What follows belongs to an exercise in optimizing a design on an open flow for small area; a production flow would make more cautious choices.
Only simulation tests tie the RTL to the original design; equivalence was not proved.
Power is estimated from default activity; no workload was simulated.

==> flow/design.v <==
package lut_mult_loader_pkg;
    localparam int DEF_ADDR_W = 8;
    localparam int DEF_COEF_W = 8;
    localparam int DEF_DATA_W = 16;
    function automatic logic [DEF_DATA_W-1:0] ref_product(
        input logic [DEF_ADDR_W-1:0] addr,
        input logic [DEF_COEF_W-1:0] coef
    );
        logic [DEF_DATA_W-1:0] a_ext;
        logic [DEF_DATA_W-1:0] c_ext;
        a_ext = DEF_DATA_W'(addr);
        c_ext = DEF_DATA_W'(coef);
        ref_product = a_ext * c_ext;
    endfunction
endpackage
module lut_ram_1w1r #(
    parameter int ADDR_W = 8,
    parameter int COEF_W = 8,
    parameter int DATA_W = 16
) (
    input  logic [ADDR_W-1:0] raddr,
    input  logic [COEF_W-1:0] coef,
    output logic [DATA_W-1:0] rdata
);
    logic pp0_0;
    logic pp0_1;
    logic pp0_2;
    logic pp0_3;
    logic pp0_4;
    logic pp0_5;
    logic pp0_6;
    logic pp0_7;
    logic pp1_0;
    logic pp1_1;
    logic pp1_2;
    logic pp1_3;
    logic pp1_4;
    logic pp1_5;
    logic pp1_6;
    logic pp1_7;
    logic pp2_0;
    logic pp2_1;
    logic pp2_2;
    logic pp2_3;
    logic pp2_4;
    logic pp2_5;
    logic pp2_6;
    logic pp2_7;
    logic pp3_0;
    logic pp3_1;
    logic pp3_2;
    logic pp3_3;
    logic pp3_4;
    logic pp3_5;
    logic pp3_6;
    logic pp3_7;
    logic pp4_0;
    logic pp4_1;
    logic pp4_2;
    logic pp4_3;
    logic pp4_4;
    logic pp4_5;
    logic pp4_6;
    logic pp4_7;
    logic pp5_0;
    logic pp5_1;
    logic pp5_2;
    logic pp5_3;
    logic pp5_4;
    logic pp5_5;
    logic pp5_6;
    logic pp5_7;
    logic pp6_0;
    logic pp6_1;
    logic pp6_2;
    logic pp6_3;
    logic pp6_4;
    logic pp6_5;
    logic pp6_6;
    logic pp6_7;
    logic pp7_0;
    logic pp7_1;
    logic pp7_2;
    logic pp7_3;
    logic pp7_4;
    logic pp7_5;
    logic pp7_6;
    logic pp7_7;
    logic hs0;
    logic hc0;
    logic fs0;
    logic fc0;
    logic hs1;
    logic hc1;
    logic fs1;
    logic fc1;
    logic hs2;
    logic hc2;
    logic fs2;
    logic fc2;
    logic hs3;
    logic hc3;
    logic fs3;
    logic fc3;
    logic hs4;
    logic hc4;
    logic fs4;
    logic fc4;
    logic fs5;
    logic fc5;
    logic fs6;
    logic fc6;
    logic fs7;
    logic fc7;
    logic fs8;
    logic fc8;
    logic fs9;
    logic fc9;
    logic fs10;
    logic fc10;
    logic fs11;
    logic fc11;
    logic fs12;
    logic fc12;
    logic fs13;
    logic fc13;
    logic fs14;
    logic fc14;
    logic hs5;
    logic hc5;
    logic fs15;
    logic fc15;
    logic fs16;
    logic fc16;
    logic fs17;
    logic fc17;
    logic fs18;
    logic fc18;
    logic fs19;
    logic fc19;
    logic fs20;
    logic fc20;
    logic fs21;
    logic fc21;
    logic fs22;
    logic fc22;
    logic fs23;
    logic fc23;
    logic hs6;
    logic hc6;
    logic fs24;
    logic fc24;
    logic fs25;
    logic fc25;
    logic fs26;
    logic fc26;
    logic fs27;
    logic fc27;
    logic fs28;
    logic fc28;
    logic fs29;
    logic fc29;
    logic fs30;
    logic fc30;
    logic fs31;
    logic fc31;
    logic fs32;
    logic fc32;
    logic fs33;
    logic fc33;
    logic fs34;
    logic fc34;
    logic hs7;
    logic hc7;
    logic fs35;
    logic fc35;
    logic fs36;
    logic fc36;
    logic fs37;
    logic fc37;
    logic fs38;
    logic fc38;
    logic fs39;
    logic fc39;
    logic fs40;
    logic fc40;
    logic fs41;
    logic fc41;
    logic fs42;
    logic fc42;
    logic fs43;
    logic fc43;
    logic fs44;
    logic fc44;
    logic fs45;
    logic fc45;
    logic fs46;
    logic fc46;
    logic fs47;
    logic fc47;
    assign pp0_0 = ~(raddr[0] & coef[0]);
    assign pp0_1 = ~(raddr[0] & coef[1]);
    assign pp0_2 = ~(raddr[0] & coef[2]);
    assign pp0_3 = ~(raddr[0] & coef[3]);
    assign pp0_4 = ~(raddr[0] & coef[4]);
    assign pp0_5 = ~(raddr[0] & coef[5]);
    assign pp0_6 = ~(raddr[0] & coef[6]);
    assign pp0_7 = ~(raddr[0] & coef[7]);
    assign pp1_0 = ~(raddr[1] & coef[0]);
    assign pp1_1 = ~(raddr[1] & coef[1]);
    assign pp1_2 = ~(raddr[1] & coef[2]);
    assign pp1_3 = ~(raddr[1] & coef[3]);
    assign pp1_4 = ~(raddr[1] & coef[4]);
    assign pp1_5 = ~(raddr[1] & coef[5]);
    assign pp1_6 = ~(raddr[1] & coef[6]);
    assign pp1_7 = ~(raddr[1] & coef[7]);
    assign pp2_0 = ~(raddr[2] & coef[0]);
    assign pp2_1 = ~(raddr[2] & coef[1]);
    assign pp2_2 = ~(raddr[2] & coef[2]);
    assign pp2_3 = ~(raddr[2] & coef[3]);
    assign pp2_4 = ~(raddr[2] & coef[4]);
    assign pp2_5 = ~(raddr[2] & coef[5]);
    assign pp2_6 = ~(raddr[2] & coef[6]);
    assign pp2_7 = ~(raddr[2] & coef[7]);
    assign pp3_0 = ~(raddr[3] & coef[0]);
    assign pp3_1 = ~(raddr[3] & coef[1]);
    assign pp3_2 = ~(raddr[3] & coef[2]);
    assign pp3_3 = ~(raddr[3] & coef[3]);
    assign pp3_4 = ~(raddr[3] & coef[4]);
    assign pp3_5 = ~(raddr[3] & coef[5]);
    assign pp3_6 = ~(raddr[3] & coef[6]);
    assign pp3_7 = ~(raddr[3] & coef[7]);
    assign pp4_0 = ~(raddr[4] & coef[0]);
    assign pp4_1 = ~(raddr[4] & coef[1]);
    assign pp4_2 = ~(raddr[4] & coef[2]);
    assign pp4_3 = ~(raddr[4] & coef[3]);
    assign pp4_4 = ~(raddr[4] & coef[4]);
    assign pp4_5 = ~(raddr[4] & coef[5]);
    assign pp4_6 = ~(raddr[4] & coef[6]);
    assign pp4_7 = ~(raddr[4] & coef[7]);
    assign pp5_0 = ~(raddr[5] & coef[0]);
    assign pp5_1 = ~(raddr[5] & coef[1]);
    assign pp5_2 = ~(raddr[5] & coef[2]);
    assign pp5_3 = ~(raddr[5] & coef[3]);
    assign pp5_4 = ~(raddr[5] & coef[4]);
    assign pp5_5 = ~(raddr[5] & coef[5]);
    assign pp5_6 = ~(raddr[5] & coef[6]);
    assign pp5_7 = ~(raddr[5] & coef[7]);
    assign pp6_0 = ~(raddr[6] & coef[0]);
    assign pp6_1 = ~(raddr[6] & coef[1]);
    assign pp6_2 = ~(raddr[6] & coef[2]);
    assign pp6_3 = ~(raddr[6] & coef[3]);
    assign pp6_4 = ~(raddr[6] & coef[4]);
    assign pp6_5 = ~(raddr[6] & coef[5]);
    assign pp6_6 = ~(raddr[6] & coef[6]);
    assign pp6_7 = ~(raddr[6] & coef[7]);
    assign pp7_0 = ~(raddr[7] & coef[0]);
    assign pp7_1 = ~(raddr[7] & coef[1]);
    assign pp7_2 = ~(raddr[7] & coef[2]);
    assign pp7_3 = ~(raddr[7] & coef[3]);
    assign pp7_4 = ~(raddr[7] & coef[4]);
    assign pp7_5 = ~(raddr[7] & coef[5]);
    assign pp7_6 = ~(raddr[7] & coef[6]);
    assign pp7_7 = ~(raddr[7] & coef[7]);
    lut_hs u_hs0 (.a(pp0_6), .b(pp1_5), .s(hs0));
    lut_hc u_hc0 (.a(pp0_6), .b(pp1_5), .co(hc0));
    lut_fa u_fa0 (.a(pp0_7), .b(pp1_6), .c(pp2_5), .s(fs0), .co(fc0));
    lut_hs u_hs1 (.a(pp3_4), .b(pp4_3), .s(hs1));
    lut_hc u_hc1 (.a(pp3_4), .b(pp4_3), .co(hc1));
    lut_fa u_fa1 (.a(pp1_7), .b(pp2_6), .c(pp3_5), .s(fs1), .co(fc1));
    lut_hs u_hs2 (.a(pp4_4), .b(pp5_3), .s(hs2));
    lut_hc u_hc2 (.a(pp4_4), .b(pp5_3), .co(hc2));
    lut_fa u_fa2 (.a(pp2_7), .b(pp3_6), .c(pp4_5), .s(fs2), .co(fc2));
    lut_hs u_hs3 (.a(pp0_4), .b(pp1_3), .s(hs3));
    lut_hc u_hc3 (.a(pp0_4), .b(pp1_3), .co(hc3));
    lut_fa u_fa3 (.a(pp0_5), .b(pp1_4), .c(pp2_3), .s(fs3), .co(fc3));
    lut_hs u_hs4 (.a(pp3_2), .b(pp4_1), .s(hs4));
    lut_hc u_hc4 (.a(pp3_2), .b(pp4_1), .co(hc4));
    lut_fa u_fa4 (.a(pp2_4), .b(pp3_3), .c(pp4_2), .s(fs4), .co(fc4));
    lut_fa u_fa5 (.a(pp5_1), .b(pp6_0), .c(hs0), .s(fs5), .co(fc5));
    lut_fa u_fa6 (.a(pp5_2), .b(pp6_1), .c(pp7_0), .s(fs6), .co(fc6));
    lut_fa u_fa7 (.a(hc0), .b(hs1), .c(fs0), .s(fs7), .co(fc7));
    lut_fa u_fa8 (.a(pp6_2), .b(pp7_1), .c(hc1), .s(fs8), .co(fc8));
    lut_fa u_fa9 (.a(hs2), .b(fc0), .c(fs1), .s(fs9), .co(fc9));
    lut_fa u_fa10 (.a(pp5_4), .b(pp6_3), .c(pp7_2), .s(fs10), .co(fc10));
    lut_fa u_fa11 (.a(hc2), .b(fc1), .c(fs2), .s(fs11), .co(fc11));
    lut_fa u_fa12 (.a(pp3_7), .b(pp4_6), .c(pp5_5), .s(fs12), .co(fc12));
    lut_fa u_fa13 (.a(pp6_4), .b(pp7_3), .c(fc2), .s(fs13), .co(fc13));
    lut_fa u_fa14 (.a(pp4_7), .b(pp5_6), .c(pp6_5), .s(fs14), .co(fc14));
    lut_hs u_hs5 (.a(pp0_3), .b(pp1_2), .s(hs5));
    lut_hc u_hc5 (.a(pp0_3), .b(pp1_2), .co(hc5));
    lut_fa u_fa15 (.a(pp2_2), .b(pp3_1), .c(pp4_0), .s(fs15), .co(fc15));
    lut_fa u_fa16 (.a(pp5_0), .b(hc3), .c(hs4), .s(fs16), .co(fc16));
    lut_fa u_fa17 (.a(hc4), .b(fc3), .c(fs4), .s(fs17), .co(fc17));
    lut_fa u_fa18 (.a(fc4), .b(fs6), .c(fc5), .s(fs18), .co(fc18));
    lut_fa u_fa19 (.a(fc6), .b(fs8), .c(fc7), .s(fs19), .co(fc19));
    lut_fa u_fa20 (.a(fs10), .b(fc8), .c(fc9), .s(fs20), .co(fc20));
    lut_fa u_fa21 (.a(fc10), .b(fs12), .c(fc11), .s(fs21), .co(fc21));
    lut_fa u_fa22 (.a(pp7_4), .b(fc12), .c(fs14), .s(fs22), .co(fc22));
    lut_fa u_fa23 (.a(pp5_7), .b(pp6_6), .c(pp7_5), .s(fs23), .co(fc23));
    lut_hs u_hs6 (.a(pp0_2), .b(pp1_1), .s(hs6));
    lut_hc u_hc6 (.a(pp0_2), .b(pp1_1), .co(hc6));
    lut_fa u_fa24 (.a(pp2_1), .b(pp3_0), .c(hs5), .s(fs24), .co(fc24));
    lut_fa u_fa25 (.a(hc5), .b(hs3), .c(fs15), .s(fs25), .co(fc25));
    lut_fa u_fa26 (.a(fc15), .b(fs3), .c(fs16), .s(fs26), .co(fc26));
    lut_fa u_fa27 (.a(fc16), .b(fs5), .c(fs17), .s(fs27), .co(fc27));
    lut_fa u_fa28 (.a(fc17), .b(fs7), .c(fs18), .s(fs28), .co(fc28));
    lut_fa u_fa29 (.a(fs9), .b(fc18), .c(fs19), .s(fs29), .co(fc29));
    lut_fa u_fa30 (.a(fs11), .b(fc19), .c(fs20), .s(fs30), .co(fc30));
    lut_fa u_fa31 (.a(fs13), .b(fc20), .c(fs21), .s(fs31), .co(fc31));
    lut_fa u_fa32 (.a(fc13), .b(fs22), .c(fc21), .s(fs32), .co(fc32));
    lut_fa u_fa33 (.a(fc14), .b(fs23), .c(fc22), .s(fs33), .co(fc33));
    lut_fa u_fa34 (.a(pp6_7), .b(pp7_6), .c(fc23), .s(fs34), .co(fc34));
    lut_hs u_hs7 (.a(pp0_1), .b(pp1_0), .s(hs7));
    lut_hc u_hc7 (.a(pp0_1), .b(pp1_0), .co(hc7));
    lut_fa u_fa35 (.a(pp2_0), .b(hs6), .c(hc7), .s(fs35), .co(fc35));
    lut_fa u_fa36 (.a(hc6), .b(fs24), .c(fc35), .s(fs36), .co(fc36));
    lut_fa u_fa37 (.a(fc24), .b(fs25), .c(fc36), .s(fs37), .co(fc37));
    lut_fa u_fa38 (.a(fc25), .b(fs26), .c(fc37), .s(fs38), .co(fc38));
    lut_fa u_fa39 (.a(fc26), .b(fs27), .c(fc38), .s(fs39), .co(fc39));
    lut_fa u_fa40 (.a(fc27), .b(fs28), .c(fc39), .s(fs40), .co(fc40));
    lut_fa u_fa41 (.a(fc28), .b(fs29), .c(fc40), .s(fs41), .co(fc41));
    lut_fa u_fa42 (.a(fc29), .b(fs30), .c(fc41), .s(fs42), .co(fc42));
    lut_fa u_fa43 (.a(fc30), .b(fs31), .c(fc42), .s(fs43), .co(fc43));
    lut_fa u_fa44 (.a(fc31), .b(fs32), .c(fc43), .s(fs44), .co(fc44));
    lut_fa u_fa45 (.a(fs33), .b(fc32), .c(fc44), .s(fs45), .co(fc45));
    lut_fa u_fa46 (.a(fs34), .b(fc33), .c(fc45), .s(fs46), .co(fc46));
    lut_fa u_fa47 (.a(pp7_7), .b(fc34), .c(fc46), .s(fs47), .co(fc47));
    assign rdata = ~{fc47, fs47, fs46, fs45, fs44, fs43, fs42, fs41, fs40, fs39, fs38, fs37, fs36, fs35, hs7, pp0_0};
endmodule
module lut_fa (
    input  logic a,
    input  logic b,
    input  logic c,
    output logic s,
    output logic co
);
    assign s  = a ^ b ^ c;
    assign co = (a & b) | (a & c) | (b & c);
endmodule
module lut_hs (
    input  logic a,
    input  logic b,
    output logic s
);
    assign s = ~(a ^ b);
endmodule
module lut_hc (
    input  logic a,
    input  logic b,
    output logic co
);
    assign co = a | b;
endmodule
import lut_mult_loader_pkg::*;
module lut_mult_loader #(
    parameter int ADDR_W = DEF_ADDR_W,
    parameter int COEF_W = DEF_COEF_W,
    parameter int DATA_W = DEF_DATA_W
) (
    input  logic              clk,
    input  logic              rst,
    input  logic              start,
    input  logic [COEF_W-1:0] coef,
    output logic              busy,
    output logic              done,
    output logic              table_valid,
    input  logic [ADDR_W-1:0] rd_addr,
    output logic [DATA_W-1:0] rd_data
);
    logic [8:0]        lfsr;
    logic [COEF_W-1:0] coef_q;
    logic              accept;
    logic              last;
    assign accept = start & ~busy;
    assign last   = lfsr[8] & lfsr[7] & lfsr[6] & lfsr[5] & lfsr[2] & lfsr[1];
    always_ff @(posedge clk or posedge rst) begin
        if (rst) begin
            busy        <= 1'b0;
            table_valid <= 1'b0;
        end else begin
            busy        <= busy ? ~last : start;
            table_valid <= busy ? last : (table_valid & ~start);
        end
    end
    always_ff @(posedge clk) begin
        lfsr <= busy ? {lfsr[7:0], ~(lfsr[8] ^ lfsr[3])} : 9'd0;
    end
    assign done = table_valid & ~busy & lfsr[8];
    always_ff @(posedge clk) begin
        if (accept) coef_q <= coef;
    end
    lut_ram_1w1r #(
        .ADDR_W (ADDR_W),
        .COEF_W (COEF_W),
        .DATA_W (DATA_W)
    ) u_ram (
        .raddr (rd_addr),
        .coef  (coef_q),
        .rdata (rd_data)
    );
endmodule
==> flow/flow/run.sh <==
#!/bin/bash
# Own layout flow: the standard flow unchanged except that the port
# buffers buffer_ports inserts are the smallest buffer, sky130_fd_sc_hd__buf_1,
# instead of the cell the resizer picks by default. Every input and output
# port still gets its own buffer.
set -euo pipefail
bash standard.sh "BUFFER_PORTS_ARGS=-buffer_cell sky130_fd_sc_hd__buf_1" finish > standard_make.log 2>&1
==> flow/standard.sh <==
#!/bin/bash
# synth_recipe.tcl (not shown) runs the flow's synth.tcl, then flattens the netlist and writes it again
# the make line also repeats each setting of config.mk as NAME=value (left out here)
make -C /OpenROAD-flow-scripts/flow DESIGN_CONFIG=/design/flow/config.mk WORK_HOME=/design/flow/orfs CLKGATE_MAP_FILE= SYNTH_SCRIPT=/design/flow/synth_recipe.tcl "${@:-finish}"
==> flow/config.mk <==
export PLATFORM = sky130hd
export DESIGN_NAME = lut_mult_loader
export DESIGN_NICKNAME = lut_mult_loader
export VERILOG_FILES = /design/flow/design.v
export SDC_FILE = /design/flow/constraint.sdc
export NUM_CORES = 4
export LEC_CHECK = 0
export CAP_MARGIN = 20
export CORE_MARGIN = 2
export CORE_UTILIZATION = 40
export CTS_BUF_LIST = sky130_fd_sc_hd__clkbuf_4
export CTS_CLUSTER_DIAMETER = 100
export CTS_CLUSTER_SIZE = 30
export SLEW_MARGIN = 20
export SYNTH_HIERARCHICAL = 1
==> flow/constraint.sdc <==
create_clock -name core_clock -period 10.0 [get_ports {clk}]
set_input_delay 2.0000 -clock core_clock [delete_from_list [all_inputs] [get_ports {clk}]]
set_output_delay 2.0000 -clock core_clock [all_outputs]
set_load 0.01 [all_outputs]
==> impl_metrics.yaml, run 1 <==
setup_path:
  setup.worst_path.end: "rd_data[14]"
  critPathMostFrequentCell: "fa_1"
  critical_path_buf_inv_count: 3
  r2r_start: "busy"
  crit_cells: 18
  path_cells: "clkbuf_2 > nand2_1 > xnor2_2 > fa_1 > fa_1 > fa_2 > fa_1 > fa_1 > fa_1 > fa_1 > fa_1 > fa_1 > fa_1 > fa_1 > fa_1 > fa_1 > inv_1 > clkbuf_2"
  r2r_slack_ns: 8.57
  crit_fanout: 5
  crit_start: "rd_addr[0]"
  slowest_stage: "fa_1"
  r2r-end: "coef_q[1]"
  cp_data_arrival_time_ns: 7.79
  slowest_delay_ns: 0.48
  crit_family: "adder cells"
  worstRegToRegCells: 1
  cp-start-kind: "primary input"
  cp.required_ns: 8.00
  path_class: "in -> out"
  crit_path_end_kind: "output pin"
routing:
  viasPerCell: 4.490
  drt-wirelength-per-cell_um: 11.64
  ant_nets: 0
  vias: 1338
  drt_pre_antenna_iters: 4
  drt-total-wl_um: 3470
  first_iter_violations: 27
  route.detailed.drc: 0
clock_tree:
  clock_sinks: 19
  clock_latency_ns: 0.28
  cts-root-buf: "clkbuf_4"
  cts_setup_buffers: 0
  cts_tree: "yes"
  cts_buffers: 3
  clock_path_buffers: 2
  clk_pin_slew_ns: 0.10
  htreeDepth: 1
yosys:
  yosys.area.top_type: "fa_1"
  synthTopCellsByArea: "fa_1 47%, edfxtp_1 12%, nand2_1 12%"
  synth_seq_area_share: 0.2303
  synth.cell_area_sq_um: 2043
  ys_types: 18
  yosysWarnings: 7
  ys_ff_latch: 19
  synth_top_area_frac: 0.4703
  syn_area_per_cell_sq_um: 10.42
  synthCells: 196
cells_and_area:
  diodes: 0
  final_nets: 296
  final_cells: 298
  final_cell_mix: "63 x nand2_1, 47 x fa_1, 34 x buf_1"
  drive_above_1_share: 0.06579
  syn2layout_area_growth_pct: 11.64
  final_common_cell: "nand2_1"
  final_design_area_no_fill_sq_um: 2281
placement:
  portBuffers: 37
  post-dp-hpwl_um: 3066
  place_area_sq_um: 2237
  dp_cells: 294
  globalplace.congestion: 0.8060
sta:
  fin_skew_ns: 0.002856
  final-setup-viol-count: 0
  tns_ns: 0
  fmax_ghz: 0.1022
  final-hold-violation-count: 0
  period_needed_ns: 9.785
  min_period_over_period: 0.9785
  rsz0062_at_grt: "no"
  hold_ws_ns: 0.4459
  worst_pin_slew_ns: 0.6411
  slew-limit-headroom: 0.5717
  slew_viol_final: 0
global_route:
  use_met2: 0.2531
  overflow: 0
  busiest_layer: "met2"
  grt_pass1_wl_um: 6210
  grtUsageMet1: 0.1946
  antenna_found_initial: 0
  grt_pass1_vias: 1436
  grt_usage: 0.1435
  grt.met3_usage: 0.01852
  grt_max_degree: 15
power:
  leakage_uw: 0.0008271
  fin_total_pwr_uw: 351.9
  ir_drop_mv: 0.09607
  powerDensity_nw_per_um2: 154.3
min_path:
  hold_class: "reg -> reg"
  hold_depth: 1
floorplanning:
  die_w_um: 75.47
  core_area_sq_um: 5010
  floorplan.initialDensity: 0.4078
  io_pins: 38
  rows: 26
  dieArea_sq_um: 5696
  fp.dieH_um: 75.47
outcome:
  status: "finished clean"
job:
  drv_cap: 0
==> per-stage QoR <==
| step | worst slack (ns) | utilization |
|---|---|---|
| 6_report | 0.2148 | 0.4553 |
| 4_1_cts | 0.08209 | 0.4525 |
| 3_5_place_dp | 0.07641 | 0.4466 |
| 3_3_place_gp | 0.1375 | 0.4466 |
| 2_1_floorplan | 0.4076 | - |
| 5_1_grt | 0.004856 | 0.4553 |
==> final cells by class <==
cell class	count	area (sq um)
Fill cell	506	2729
Multi-Input combinational cell	145	1441
Sequential cell	19	470.5
Timing Repair Buffer	43	187.7
Tap cell	70	87.58
Inverter	17	63.81
Clock buffer	4	30.03
==> kinds of logic (layout without fill, tap and decap cells) <==
kind of cell | after synthesis | count (layout) | synth area share
AOI/OAI and AO/OA | 2 | 2 | 0.007351
xor gates and xnor gates | 9 | 9 | 0.03858
adders and majority gates | 48 | 48 | 0.4703
buffers and inverters | 32 | 64 | 0.06920
DFF | 19 | 19 | 0.2303
and+or+nand+nor | 86 | 86 | 0.1843
==> worst min path at each step <==
stage / from / endpoint
5_1_grt: lfsr[0] / lfsr[1]
3_5_place_dp: lfsr[4] / lfsr[5]
2_1_floorplan: lfsr[0] / lfsr[1]
4_1_cts: lfsr[0] / lfsr[1]
3_3_place_gp: lfsr[4] / lfsr[5]
6_report: lfsr[4] / lfsr[5]
==> modules after synthesis, one instance, submodules excluded, a selection <==
module / cells / copies in the design / flip-flops and latches / area [sq um]
lut_mult_loader: 39 / 1 / 19 / 593.1
lut_fa: 1 / 48 / 0 / 20.02
lut_hc: 1 / 8 / 0 / 6.256
lut_hs: 1 / 8 / 0 / 8.758
==> cells in the mapped netlist (all sizes together) <==
cell and n:
nor2 1, dfxtp 9, nand4 1, inv 17
dfrtp 2, nor2b 1, nand3 1, o22ai 1
nand2b 1, or2 8, buf 15, nand2 63
xnor2 9, edfxtp 8, and2 10, fa 48
o22a 1
==> per-layer routing <==
layer / wire [um] / vias to the layer above
li1: - / 637
met1: 1612 / 672
met2: 1727 / 27
met3: 117 / 2
met4: 12 / 0
met5: 0 / -
==> flip-flops by register name, summed over array words and instances, names as in the netlist <==
signal       count
lfsr             9
busy             1
coef_q           8
table_valid      1
==> power by group <==
| group | switching [uW] | internal (uW) | total [uW] |
|---|---|---|---|
| Sequential | 13.0 | 103 | 116 |
| Combinational | 108 | 89.1 | 197 |
| Clock | 20.4 | 18.2 | 38.6 |
| Total | 141 | 210 | 352 |
==> timing repair <==
action	4_1_cts	5_1_grt
resized for setup	0	5
setup endpoints to repair	0	2
endpoints found under the hold margin	0	0
hold buffers	0	0
==> run 2, diff against run 1 <==
==> flow/run.sh (new file) <==
#!/bin/bash
# synth_recipe.tcl (not shown) runs the flow's synth.tcl, then flattens the netlist and writes it again
# the make line also repeats each setting of config.mk as NAME=value (left out here)
make -C /OpenROAD-flow-scripts/flow DESIGN_CONFIG=/design/flow/config.mk WORK_HOME=/design/flow/orfs CLKGATE_MAP_FILE= SYNTH_SCRIPT=/design/flow/synth_recipe.tcl finish
--- a/flow/config.mk
+++ b/flow/config.mk
@@ -9,7 +9,4 @@
 export CORE_MARGIN = 2
 export CORE_UTILIZATION = 40
-export CTS_BUF_LIST = sky130_fd_sc_hd__clkbuf_4
-export CTS_CLUSTER_DIAMETER = 100
-export CTS_CLUSTER_SIZE = 30
 export SLEW_MARGIN = 20
 export SYNTH_HIERARCHICAL = 1
removed: flow/flow/run.sh
removed: flow/standard.sh
==> run 2 against run 1 <==
  * Still clean on timing, DRC and antenna
  * Synthesized area unchanged
  * Non-clock buffer count rose by 6
  * First-iteration DRC count increased by 100%
  * Clock skew decreased by 0.0025 ns
  * Global-route usage grew 1.5 points
  * Critical path depth stayed put
  * Worst hold slack worse by 0.0097 ns
  * Cell area rose by 13%
  * Synthesized cell count stayed put
  * Core utilization is 6.1 points higher
  * Sequential power hardly changed
  * Sequential cell count did not move
  * Critical endpoint unchanged
  * Largest power group unchanged
==> impl_metrics.yaml, run 2 <==
clock_tree:
  cts_tree: "yes"
  clock_latency_ns: 0.25
  htreeDepth: 1
  clk_pin_slew_ns: 0.07
  cts-root-buf: "clkbuf_8"
  cts_hold_buf: 0
  clock_path_buffers: 2
  clock_sinks: 19
  cts_buffers: 3
  cts_setup_buffers: 0
cells_and_area:
  regMostFlops: "lfsr"
  final_common_cell: "nand2_1"
  reg_top3: "lfsr: 9 flops, coef_q: 8 flops"
  seqCellArea_sq_um: 470.5
  final_cell_mix: "61 x nand2_1, 42 x fa_1, 30 x clkdlybuf4s50_1"
  largest_reg_flops: 9
  final.fill_count: 486
  final_design_area_no_fill_sq_um: 2589
  diodes: 0
  syn2layout_area_growth_pct: 26.70
  multiInputGateArea_sq_um: 1459
  final_cells: 304
  drive_above_1_share: 0.1239
  final_nets: 302
placement:
  portBuffers: 37
  place_area_sq_um: 2514
  globalplace.congestion: 0.7889
  dp_cells: 300
  post-dp-hpwl_um: 3126
  pre_cts_ws_ns: -0.6713
floorplanning:
  floorplan.initialDensity: 0.4078
  core_area_sq_um: 5010
  die_w_um: 75.47
  rows: 26
  io_pins: 38
  dieArea_sq_um: 5696
  fp.dieH_um: 75.47
global_route:
  grt_pass1_wl_um: 6727
  grt_usage: 0.1582
  overflow: 0
  grt_max_degree: 15
  antenna_found_initial: 0
  grt_pass1_vias: 1507
yosys:
  synth_seq_area_share: 0.2303
  synthMuxAreaShare: 0
  synth_top_family_by_area: "adder cells"
  yosys.area_share.simple: 0.1843
  ys_types: 18
  synth.top_cells.by_count: "63 x nand2_1, 48 x fa_1, 17 x inv_1, 14 x buf_2, 10 x and2_1"
  synthTopCellsByArea: "fa_1 47%, edfxtp_1 12%, nand2_1 12%"
  yosysWarnings: 7
  ys_ff_latch: 19
  synthCells: 196
  synth-compound-area-share: 0.007348
  yosys.area.top_type: "fa_1"
  synth_most_common_cell: "nand2_1"
  synth_ff_type: "dfxtp_1"
  synth_top_area_frac: 0.4703
  syn_area_per_cell_sq_um: 10.42
  synth_edf_count: 8
  synth.cell_area_sq_um: 2043
  synthXorXnorAreaFrac: 0.03858
  synthAdderAreaFrac: 0.4703
  async_reset_ff_frac: 0.1053
job:
  drv_cap: 0
min_path:
  hold_class: "reg -> reg"
setup_path:
  critical_path_buf_inv_count: 3
  crit_fanout: 5
  cp-start-kind: "primary input"
  cp_data_arrival_time_ns: 7.77
  critPathMostFrequentCell: "fa_1"
  crit_path_end_kind: "output pin"
  path_cells: "clkdlybuf4s15_2 > nand2_2 > xnor2_2 > fa_1 > fa_1 > fa_2 > fa_2 > fa_1 > fa_1 > fa_1 > fa_2 > fa_2 > fa_2 > fa_2 > fa_1 > fa_1 > inv_1 > dlygate4sd2_1"
  slowest_stage: "fa_1"
  slowest_delay_ns: 0.48
  r2r_slack_ns: 8.57
  crit_family: "adder cells"
  cp.required_ns: 8.00
  path_class: "in -> out"
power:
  ir_drop_mv: 0.1228
  p_switching_uw: 147.6
  p_sw_frac: 0.3442
  seq_power_share: 0.272
  powerDensity_nw_per_um2: 165.7
  leakage_uw: 0.0009626
  power.internal_uw: 281.3
  p_clk_frac: 0.121
  comb_power_share: 0.607
sta:
  slew-limit-headroom: 0.5619
  final-setup-viol-count: 0
  fmax_ghz: 0.1024
  period_needed_ns: 9.765
  min_period_over_period: 0.9765
  tns_ns: 0
  fin_skew_ns: 0.0003994
  final-hold-violation-count: 0
  rsz0062_at_grt: "no"
  worst_slack_ns: 0.2346
  worst_pin_slew_ns: 0.6558
  slew_viol_final: 0
routing:
  ant_nets: 0
  drt-total-wl_um: 3626
  route.detailed.drc: 0
  drt_pre_antenna_iters: 4
  viasPerCell: 4.533
  first_iter_violations: 55
  drt-wirelength-per-cell_um: 11.93
  vias: 1378
outcome:
  status: "finished clean"
## run 2: cell counts after synthesis
No cell type changed its count.
## run 2: power by group through the flow
stage	Sequential (uW)	Clock, uW	Combinational [uW]
global placement	118	0	262
detailed placement	118	0	263
CTS	117	53.0	264
finish	116	52.1	260
global route	119	57.8	306
floorplan	112	0	151
## run 2: per-layer routing
| layer | track usage | share of wire |
|---|---|---|
| met5 | 0 | 0 |
| met4 | 0.02924 | 0 |
| met3 | 0.02249 | 0.066 |
| met2 | 0.2744 | 0.51 |
| met1 | 0.2158 | 0.42 |
## run 2: path summary, 6_finish.rpt
path,startpoint,to,cells past startpoint
max,rd_addr[0],rd_data[14],18
min,lfsr[4],lfsr[5],1
max reg2reg,busy,coef_q[6],1
min reg2reg,lfsr[4],lfsr[5],1
max in group asynchronous,rst,busy,2
min in group asynchronous,rst,table_valid,2
## run 2: final cells by class
| type | count | area share |
|---|---|---|
| Clock inverter | 1 | 0.001933 |
| Inverter | 17 | 0.02465 |
| Sequential cell | 19 | 0.1817 |
| Timing Repair Buffer | 49 | 0.1783 |
| Tap cell | 70 | 0.03383 |
| Clock buffer | 3 | 0.01595 |
| Multi-Input combinational cell | 145 | 0.5636 |
## run 2: Yosys stat by module (local to each module, per instance), excerpt
module / flip-flops and latches / copies in the design / cells inside
lut_hs: 0 / 8 / 1
lut_hc: 0 / 8 / 1
lut_fa: 0 / 48 / 1
lut_mult_loader: 19 / 1 / 39
## run 2: kinds of logic (layout without fill, tap and decap cells)
family,after synthesis,in the layout
fa+ha+maj,48,48
simple gates,86,86
flops,19,19
compound gates,2,2
buf+inv,32,70
xor+xnor,9,9
## run 2: what timing repair did
action | 4_1_cts | 5_1_grt
setup endpoints to repair | 3 | 3
pin swaps | 5 | 3
gates resized for setup | 21 | 3
## run 2: metrics by stage
step	util	hold slack, ns	power [uW]
after detailed placement	0.5017	0.4216	381.0
after global placement	0.5017	0.4141	379.3
after floorplan	-	0.4119	263.7
after CTS	0.5152	0.4384	433.6
final	0.5167	0.4362	428.9
after global routing	0.5167	0.4591	482.3
==> run 3, diff against run 2 <==
==> flow/flow/run.sh (new file) <==
#!/bin/bash
# Own layout flow: the standard flow, except that
#  - the port buffers buffer_ports inserts are the smallest buffer,
#    sky130_fd_sc_hd__buf_1 (every input and output port still gets one);
#  - clock tree synthesis is told not to add dummy loads and to cluster all
#    sinks together, so the small clock net needs few buffers.
set -euo pipefail
bash standard.sh \
  "BUFFER_PORTS_ARGS=-buffer_cell sky130_fd_sc_hd__buf_1" \
  "CTS_ARGS=-sink_clustering_enable -repair_clock_nets -dont_use_dummy_load -sink_clustering_size 30 -sink_clustering_max_diameter 200 -buf_list sky130_fd_sc_hd__clkbuf_4" \
  finish > standard_make.log 2>&1
==> flow/standard.sh (new file) <==
#!/bin/bash
# synth_recipe.tcl (not shown) runs the flow's synth.tcl, then flattens the netlist and writes it again
# the make line also repeats each setting of config.mk as NAME=value (left out here)
make -C /OpenROAD-flow-scripts/flow DESIGN_CONFIG=/design/flow/config.mk WORK_HOME=/design/flow/orfs CLKGATE_MAP_FILE= SYNTH_SCRIPT=/design/flow/synth_recipe.tcl "${@:-finish}"
--- a/flow/config.mk
+++ b/flow/config.mk
@@ -9,4 +9,5 @@
 export CORE_MARGIN = 2
 export CORE_UTILIZATION = 40
+export GPL_TIMING_DRIVEN = 0
 export SLEW_MARGIN = 20
 export SYNTH_HIERARCHICAL = 1
removed: flow/run.sh
==> run 3 against run 2 <==
  * Still clean on timing, DRC and antenna
  * Cell area fell by 12%
  * Clock power fell by 35%
  * Synthesized cell count did not move
  * Clock-buffer cell count did not move
  * Die area did not move
  * Critical path depth fell by 1
  * Sequential power barely moved
  * Via count fell by 3.3%
  * Combinational power fell by 24%
  * Critical path type unchanged
  * Critical endpoint unchanged
  * Largest power group unchanged
  * Highest routed layer is now met4
==> impl_metrics.yaml, run 3 <==
setup_path:
  r2r_start: "busy"
  cp_data_arrival_time_ns: 7.77
  r2r-end: "coef_q[4]"
  crit_path_end_kind: "output pin"
  r2r_slack_ns: 8.65
  crit_fanout: 8
  cp.required_ns: 8.00
  worstRegToRegCells: 1
  cp-start-kind: "primary input"
  path_class: "in -> out"
routing:
  vias: 1332
  drt_pre_antenna_iters: 4
  drt-wirelength-per-cell_um: 10.95
  route.detailed.drc: 0
  ant_nets: 0
  viasPerCell: 4.455
  drt-total-wl_um: 3274
  first_iter_violations: 32
floorplanning:
  die_w_um: 75.47
  rows: 26
  core_area_sq_um: 5010
  floorplan.initialDensity: 0.4078
  dieArea_sq_um: 5696
  fp.dieH_um: 75.47
  io_pins: 38
cells_and_area:
  finalCoreUtilization: 0.4568
  final_common_cell: "nand2_1"
  final_cell_mix: "62 x nand2_1, 46 x fa_1, 28 x buf_1"
  largest_reg_flops: 9
  final_nets: 298
  final_design_area_no_fill_sq_um: 2288
  syn2layout_area_growth_pct: 12.00
  seqCellArea_sq_um: 470.5
  multiInputGateArea_sq_um: 1446
  drive_above_1_share: 0.1048
  reg_top3: "lfsr: 9 flops, coef_q: 8 flops"
  diodes: 0
  final.fill_count: 514
  regMostFlops: "lfsr"
global_route:
  busiest_layer: "met2"
  grt.met3_usage: 0.01587
  antenna_found_initial: 0
  grt_max_degree: 11
  use_met2: 0.2512
  grt_usage: 0.1421
  grt_pass1_vias: 1399
  grtUsageMet1: 0.1932
  overflow: 0
  grt_pass1_wl_um: 6161
yosys:
  ys_types: 18
  yosys.area.top_type: "fa_1"
  synth_most_common_cell: "nand2_1"
  synth.cell_area_sq_um: 2043
  ys_ff_latch: 19
  synthCells: 196
  async_reset_ff_frac: 0.1053
  synth.top_cells.by_count: "63 x nand2_1, 48 x fa_1, 17 x inv_1, 14 x buf_2, 10 x and2_1"
  synth_ff_type: "dfxtp_1"
  synth_seq_area_share: 0.2303
  synth_top_area_frac: 0.4703
  synthTopCellsByArea: "fa_1 47%, edfxtp_1 12%, nand2_1 12%"
  yosysWarnings: 7
  synth_edf_count: 8
  syn_area_per_cell_sq_um: 10.42
sta:
  min_period_over_period: 0.9770
  slew_viol_final: 0
  fin_skew_ns: 0.007816
  worst_pin_slew_ns: 0.6523
  tns_ns: 0
  hold_ws_ns: 0.4307
  fmax_ghz: 0.1024
  rsz0062_at_grt: "no"
  slew-limit-headroom: 0.5642
  final-setup-viol-count: 0
  period_needed_ns: 9.770
  final-hold-violation-count: 0
placement:
  portBuffers: 30
  place_area_sq_um: 2243
  globalplace.congestion: 0.7580
  post-dp-hpwl_um: 2829
min_path:
  hold_class: "reg -> reg"
  hold_start: "lfsr[4]"
  hold_depth: 1
  min_delay_worst_endpoint: "lfsr[5]"
clock_tree:
  clk_pin_slew_ns: 0.10
  clock_latency_ns: 0.28
  cts-root-buf: "clkbuf_4"
  clock_path_buffers: 2
  cts_hold_buf: 0
  htreeDepth: 1
  clock_sinks: 19
  cts_setup_buffers: 0
  cts_buffers: 3
  cts_tree: "yes"
power:
  ir_drop_mv: 0.1072
  fin_total_pwr_uw: 344.9
  leakage_uw: 0.0008432
  powerDensity_nw_per_um2: 150.7
outcome:
  status: "finished clean"
job:
  drv_cap: 0
==> run 3: worst max path at each step <==
stage,from,to,slack (ns),depth (start not counted)
3_3_place_gp,rd_addr[0],rd_data[14],-0.06,18
6_report,rd_addr[2],rd_data[14],0.23,17
3_5_place_dp,rd_addr[0],rd_data[14],-0.08,18
2_1_floorplan,rd_addr[1],rd_data[14],0.41,17
5_1_grt,rd_addr[2],rd_data[14],0.01,17
4_1_cts,rd_addr[1],rd_data[14],0.07,18
==> run 3: timing repair <==
action | in CTS | in global routing
resized for setup | 1 | 7
setup endpoints to repair | 2 | 2
pin swaps | 0 | 2
==> run 3: layout make-up <==
cell class | instances | area share
tap | 70 | 0.03827
inverter | 17 | 0.02788
sequential | 19 | 0.2056
timing repair buffer | 30 | 0.05139
multi-input combinational | 145 | 0.6320
buffer | 15 | 0.03499
clock buffer | 3 | 0.009841
==> run 3: critical path, stage by stage <==
cell,delay [ns]
buf_2,0.17
nand2_1,0.10
fa_1,0.56
fa_1,0.44
fa_2,0.38
fa_1,0.39
fa_1,0.39
fa_1,0.39
fa_1,0.39
fa_1,0.38
fa_1,0.38
fa_1,0.38
fa_1,0.38
fa_1,0.38
fa_1,0.49
inv_1,0.04
clkbuf_2,0.11
==> run 3: per-layer routing <==
metal,share of wire,vias up,wire length [um]
met5,0,-,0
met1,0.45,658,1478
met3,0.035,2,116
li1,-,642,-
met4,0.0037,0,12
met2,0.51,30,1666
==> run 3: stage by stage <==
step                setup slack [ns]  instances
floorplan                     0.4076        196
finish                        0.2297        299
detailed placement          -0.07999        296
global route                 0.01197        299
global placement            -0.06422        296
CTS                          0.06706        299
==> run 3: Yosys stat by module, one instance, submodules excluded, excerpt <==
module	cells inside	times used	flops+latches	area (sq um)
lut_mult_loader	39	1	19	593.1
lut_fa	1	48	0	20.02
lut_hs	1	8	0	8.758
lut_hc	1	8	0	6.256
==> run 3: cells by family after synthesis <==
logic type | share of synthesized area
simple gates | 0.1843
fa+ha+maj | 0.4703
buf+inv | 0.06920
flops | 0.2303
xor+xnor | 0.03858
compound gates | 0.007351
==> run 3: report_power, final <==
part	total [uW]	switching, uW	internal [uW]
Sequential	113	10.0	103
Clock	33.8	19.9	14.0
Combinational	198	109	89.3
Total	345	139	206
==> run 4, diff against run 3 <==
==> flow/flow/run.sh (replaced) <==
#!/bin/bash
# Own layout flow: the standard flow, except that
#  - the port buffers buffer_ports inserts are the smallest buffer,
#    sky130_fd_sc_hd__buf_1 (every input and output port still gets one);
#  - clock tree synthesis is told not to add dummy loads and to cluster all
#    sinks together, so the small clock net needs few buffers;
#  - the buffers synthesis leaves are removed at floorplan (as global
#    placement does when it is timing driven, which it is not here).
set -euo pipefail
bash standard.sh \
  "BUFFER_PORTS_ARGS=-buffer_cell sky130_fd_sc_hd__buf_1" \
  "CTS_ARGS=-sink_clustering_enable -repair_clock_nets -dont_use_dummy_load -sink_clustering_size 30 -sink_clustering_max_diameter 200 -buf_list sky130_fd_sc_hd__clkbuf_4" \
  REMOVE_ABC_BUFFERS=1 \
  finish > standard_make.log 2>&1
--- a/flow/config.mk
+++ b/flow/config.mk
@@ -6,8 +6,8 @@
 export NUM_CORES = 4
 export LEC_CHECK = 0
-export CAP_MARGIN = 20
+export CAP_MARGIN = 0
 export CORE_MARGIN = 2
 export CORE_UTILIZATION = 40
 export GPL_TIMING_DRIVEN = 0
-export SLEW_MARGIN = 20
+export SLEW_MARGIN = 0
 export SYNTH_HIERARCHICAL = 1
==> run 4 against run 3 <==
  * Final cell count down 2.7%
  * Largest cell class unchanged
  * Global-route usage down 0.35 points
  * Largest power group unchanged
  * Worst hold slack better by 0.013 ns
  * Synthesized area unchanged
  * Routed wire length up 3.1%
==> impl_metrics.yaml, run 4 <==
min_path:
  hold_start: "lfsr[5]"
  hold_class: "reg -> reg"
global_route:
  overflow: 0
  grt_pass1_vias: 1372
  grt_max_degree: 15
  grt_pass1_wl_um: 6030
  grt_usage: 0.1386
  antenna_found_initial: 0
yosys:
  synth_seq_area_share: 0.2303
  synth_most_common_cell: "nand2_1"
  ys_types: 18
  synth.cell_area_sq_um: 2043
  yosys.area.top_type: "fa_1"
  synth_edf_count: 8
  async_reset_ff_frac: 0.1053
  synthTopCellsByArea: "fa_1 47%, edfxtp_1 12%, nand2_1 12%"
  synthCells: 196
  ys_ff_latch: 19
  syn_area_per_cell_sq_um: 10.42
  yosysWarnings: 7
  synth.top_cells.by_count: "63 x nand2_1, 48 x fa_1, 17 x inv_1, 14 x buf_2, 10 x and2_1"
  synth_top_area_frac: 0.4703
  synth_ff_type: "dfxtp_1"
setup_path:
  cp-start-kind: "primary input"
  cp_data_arrival_time_ns: 7.74
  r2r_start: "busy"
  path_cells: "clkbuf_4 > nand2_1 > xnor2_2 > fa_1 > fa_1 > fa_2 > fa_2 > fa_1 > fa_1 > fa_1 > fa_1 > fa_1 > fa_1 > fa_1 > fa_1 > fa_1 > inv_1 > buf_1"
  slowest_stage: "fa_1"
  cp.required_ns: 8.00
  crit_fanout: 8
  critPathMostFrequentCell: "fa_1"
  path_class: "in -> out"
  slowest_delay_ns: 0.49
  crit_start: "rd_addr[1]"
  crit_path_end_kind: "output pin"
routing:
  drt-total-wl_um: 3377
  first_iter_violations: 47
  viasPerCell: 4.567
  route.detailed.drc: 0
  drt-wirelength-per-cell_um: 11.60
  vias: 1329
  drt_pre_antenna_iters: 4
  ant_nets: 0
sta:
  rsz0062_at_grt: "no"
  slew-limit-headroom: 0.5422
  worst_pin_slew_ns: 0.6853
  fin_skew_ns: 0.02217
  final-hold-violation-count: 0
  final-setup-viol-count: 0
  fmax_ghz: 0.1026
  hold_ws_ns: 0.4434
  min_period_over_period: 0.9742
  period_needed_ns: 9.742
  slew_viol_final: 0
clock_tree:
  clk_pin_slew_ns: 0.11
  cts_tree: "yes"
  clock_latency_ns: 0.29
  cts-root-buf: "clkbuf_4"
  cts_buffers: 3
  clock_sinks: 19
  clock_path_buffers: 2
  htreeDepth: 1
  cts_setup_buffers: 0
power:
  ir_drop_mv: 0.1033
  powerDensity_nw_per_um2: 154.2
  leakage_uw: 0.0007998
cells_and_area:
  largest_reg_flops: 9
  diodes: 0
  reg_top3: "lfsr: 9 flops, coef_q: 8 flops"
  finalCoreUtilization: 0.4468
  final_cell_mix: "63 x nand2_1, 46 x fa_1, 32 x buf_1"
  syn2layout_area_growth_pct: 9.553
  final_common_cell: "nand2_1"
  final_nets: 290
  drive_above_1_share: 0.04977
  final.fill_count: 491
  regMostFlops: "lfsr"
floorplanning:
  dieArea_sq_um: 5696
  io_pins: 38
  floorplan.initialDensity: 0.4078
  core_area_sq_um: 5010
  rows: 26
  fp.dieH_um: 75.47
  die_w_um: 75.47
placement:
  post-dp-hpwl_um: 2823
  portBuffers: 37
  globalplace.congestion: 0.8012
outcome:
  status: "finished clean"
job:
  drv_cap: 0
[run 4: kinds of logic (layout without fill, tap and decap cells)]
kind of cell,Yosys count,in the layout,synth area share
and+or+nand+nor,86,86,0.1843
AOI/OAI and AO/OA,2,2,0.007351
DFF,19,19,0.2303
xor gates and xnor gates,9,9,0.03858
adders and majority gates,48,48,0.4703
buffers and inverters,32,57,0.06920
[run 4: where the power goes]
part           internal (uW)  switching [uW]  total, uW
Clock                   14.0            20.8       34.8
Combinational           87.6             107        194
Sequential               103            13.2        116
[run 4: critical path, delay by kind of cell]
kind | cells | cell delay [ns]
XOR/XNOR | 1 | 0.19
adder cells (fa/ha/maj) | 13 | 5.12
buffers and inverters | 3 | 0.31
AND/OR/NAND/NOR | 1 | 0.11
[run 4: modules after synthesis (local to each module, per instance), excerpt]
module,cells inside,flops+latches
lut_fa,1,0
lut_hc,1,0
lut_hs,1,0
lut_mult_loader,39,19
[run 4: cell type report]
cell class              instances  area [sq um]  area share
repair buffers                 37         150.1     0.06708
flip-flops and latches         19         470.5      0.2102
inverters                      17         63.81     0.02851
well taps                      70         87.58     0.03913
clock buffers                   3         22.52     0.01006
multi-input cells             145          1444      0.6451
[run 4: final timing paths]
| check | endpoint | slack [ns] | cells after the start |
|---|---|---|---|
| hold reg to reg | lfsr[6] | 0.44 | 1 |
| min in group asynchronous | busy | 1.51 | 2 |
| setup / recovery | rd_data[14] | 0.26 | 18 |
| setup reg to reg | coef_q[3] | 8.52 | 1 |
| max in group asynchronous | table_valid | 8.38 | 2 |
| hold / removal | lfsr[6] | 0.44 | 1 |
[run 4: what timing repair did]
| action | 4_1_cts | 5_1_grt |
|---|---|---|
| pin swaps | 0 | 0 |
| hold buffers | 0 | 0 |
| resized for setup | 4 | 6 |
| hold endpoints to repair | 0 | 0 |
| endpoints found under the setup margin | 2 | 2 |
| cloned | 0 | 0 |
[run 4: through the flow]
step / cells / worst slack (ns) / TNS (ns) / cell area, sq um / power [uW]
floorplan: 181 / 0.5640 / 0 / 1966 / 259.1
global placement: 288 / -0.07516 / -0.07516 / 2192 / 316.2
detailed placement: 288 / -0.1120 / -0.1524 / 2192 / 317.9
CTS: 291 / 0.03227 / 0 / 2220 / 352.6
global route: 291 / 0.03632 / 0 / 2238 / 391.0
finish: 291 / 0.2581 / 0 / 2238 / 345.2
[run 4: metal layers]
metal	global-route usage	up-vias	part of all wire
met5	0	-	0
met4	0.02144	0	0
met3	0.01720	0	0.045
met2	0.2406	39	0.49
met1	0.1918	664	0.46
li1	-	626	-

[separate check: timing with driven ports]
The flow's constraints put no driver on any port. The routed layouts listed below were extracted and timed again, unchanged, in two steps.
Step 1 sets driving cells, clkbuf_16 on the clock port and buf_2 on the other inputs (assumed; they add their load-dependent delay and slew).
Step 2, shift: input delay + t, output delay - t, t = (earliest + latest rising clock arrival at the registers) / 2. This alone moves slack from input paths to output paths.
Three values: no drivers, after step 1, after step 2; two values: the first two.
run	t (ns)	setup slack, ns	clock arrival spread, ns
run 1	0.299	0.215 / 0.190 / 0.190	0.004 / 0.004
run 2	0.271	0.235 / 0.205 / 0.205	0.001 / 0.000
run 3	0.298	0.230 / 0.198 / 0.198	0.008 / 0.008
run 4	0.298	0.258 / 0.230 / 0.230	0.022 / 0.023
After both steps every run listed still meets setup and hold. For run 3, which loses most, drivers alone change the setup slack by -0.032 ns; drivers and shift together by -0.032 ns.
